Context: an optimization exercise on an open-source flow, tuned for small area. The choices shown serve that exercise and are no tape-out recipe. The RTL was checked by simulation tests, not by an equivalence proof against the original design. Power figures rest on the tool's default switching activity, not on a simulated workload.

## id_stage_pipe
module id_stage_pipe (
  input  logic        clk,
  input  logic        rst,
  input  logic        in_valid,
  output logic        in_ready,
  input  logic [31:0] instn,
  input  logic        wb_we,
  input  logic [4:0]  wb_addr,
  input  logic [31:0] wb_data,
  input  logic        ex_load_pending,
  input  logic [4:0]  ex_load_rt,
  input  logic        flush,
  input  logic        ex_ready,
  output logic        out_valid,
  output logic [31:0] out_rs_data,
  output logic [31:0] out_rt_data,
  output logic [31:0] out_imm,
  output logic [4:0]  out_rs,
  output logic [4:0]  out_rt,
  output logic [4:0]  out_rd,
  output logic [4:0]  out_shamt,
  output logic [5:0]  out_funct,
  output logic [5:0]  out_opcode,
  output logic [7:0]  out_ctrl,
  output logic        peri_req,
  input  logic        peri_ack,
  output logic [15:0] peri_addr,
  output logic [15:0] peri_data
);
  logic [5:0]  opcode;
  logic [4:0]  rs, rt;
  logic uses_rt, haz, peri_store, slot_free, idle;
  logic normal_ready, consume, load_slot, launch;
  logic hold, killed, was_idle;
  logic [15:0] imm_q;
  assign opcode = instn[31:26];
  assign rs     = instn[25:21];
  assign rt     = instn[20:16];
  assign slot_free = !out_valid || ex_ready;
  logic [31:0] regs [1:31];
  logic [31:0] regs_d [1:31];
  logic [31:1] valid, wsel, nwsel, live;
  logic [31:1] sel_a, sel_b;
  logic        byp_a, byp_b, a_hit, b_hit;
  logic [31:0] rs_next, rt_next;
  genvar i, b;
  generate
    for (i = 1; i < 32; i++) begin : g_reg
      assign wsel[i]   = wb_we && (wb_addr == i);
      assign nwsel[i]  = !wsel[i];
      assign live[i]   = valid[i] && !wsel[i];
      assign sel_a[i]  = slot_free && live[i] && (rs == i);
      assign sel_b[i]  = live[i] && (rt == i);
      for (b = 0; b < 32; b++) begin : g_bit
        rf_ao22 u_hold (.a(wsel[i]), .b(wb_data[b]), .c(nwsel[i]), .d(regs[i][b]),
                        .y(regs_d[i][b]));
      end
      always_ff @(posedge clk) begin
        regs[i] <= regs_d[i];
      end
      always_ff @(posedge clk or posedge rst) begin
        if (rst) valid[i] <= 1'b0;
        else     valid[i] <= valid[i] || wsel[i];
      end
    end
  endgenerate
  assign a_hit  = wb_we && (wb_addr == rs) && (rs != 5'd0);
  assign b_hit  = wb_we && (wb_addr == rt) && (rt != 5'd0);
  ...
clock: 6.0 ns
lec_check: 0
cap_margin: 20
core_margin: 2
core_utilization: 50
slew_margin: 20
synth_hierarchical: 1
standard.sh (not shown) runs the stock make flow with config.mk's settings and CLKGATE_MAP_FILE= SYNTH_SCRIPT=/design/flow/synth_recipe.tcl, a recipe that flattens the netlist after the stock synthesis.
==> flow/flow/run.sh <==
#!/bin/bash
# Own layout flow: the standard ORFS flow (standard.sh, unchanged synthesis) with
#  - plain buf_1 cells as the port buffers instead of the default delay buffers, and
#  - a clock tree without dummy loads, with larger sink clusters (fewer leaf buffers).
# make's full output goes to flow_make.log here; each ORFS step's log is under orfs/logs/.
set -euo pipefail
export BUFFER_PORTS_ARGS="-buffer_cell sky130_fd_sc_hd__buf_1"
export CTS_ARGS="-sink_clustering_enable -repair_clock_nets -dont_use_dummy_load -sink_clustering_size 27 -sink_clustering_max_diameter 90"
bash standard.sh finish > flow_make.log 2>&1
Rerun with:
--- a/flow/flow/run.sh
+++ b/flow/flow/run.sh
@@ -8 +8 @@
-export CTS_ARGS="-sink_clustering_enable -repair_clock_nets -dont_use_dummy_load -sink_clustering_size 27 -sink_clustering_max_diameter 90"
+export CTS_ARGS="-sink_clustering_enable -repair_clock_nets -dont_use_dummy_load -sink_clustering_size 25 -sink_clustering_max_diameter 80"
--- a/flow/config.mk
+++ b/flow/config.mk
@@ -10 +10 @@
-export CORE_UTILIZATION = 50
+export CORE_UTILIZATION = 60
Clock-buffer cell count came out higher by 4.
Via count rises by 5.2%.
Global-route usage rose by 9.6 points.
Combinational power grows by about 2%.
Non-clock buffer count drops by 1.
Setup slack is worse by 0.19 ns.
Core utilization is higher by 11 points.
Die area falls by 16%.

[afterwards: timing with drivers on the ports]
In the flow no input, the clock included, has a driving cell. The finished layouts below were timed again as built, in two steps.
Step 1 assumes that a clkbuf_16 drives the clock port and a buf_2 every other input.
Step 2 moves the port delays by t, midway between the first and last clock arrival at a register: inputs arrive t later, outputs are due t later. That takes back most of the time a late clock gives input paths.
a / b / c = ideal ports / drivers / drivers and shift; a / b = the first two.
run | shift t [ns] | setup slack, ns | clock arrival spread, ns | worst data-port slew with drivers (ns) | cell pins on the clock port's net
the first run | 0.718 | 1.504 / 1.520 / 0.802 | 0.062 / 0.062 | 0.06 | 1
the second run | 0.740 | 1.313 / 1.337 / 0.598 | 0.073 / 0.073 | 0.05 | 1
After both steps every run listed still meets setup and hold. For the second run, which loses most, drivers alone change the setup slack by +0.024 ns; drivers and shift together by -0.715 ns.
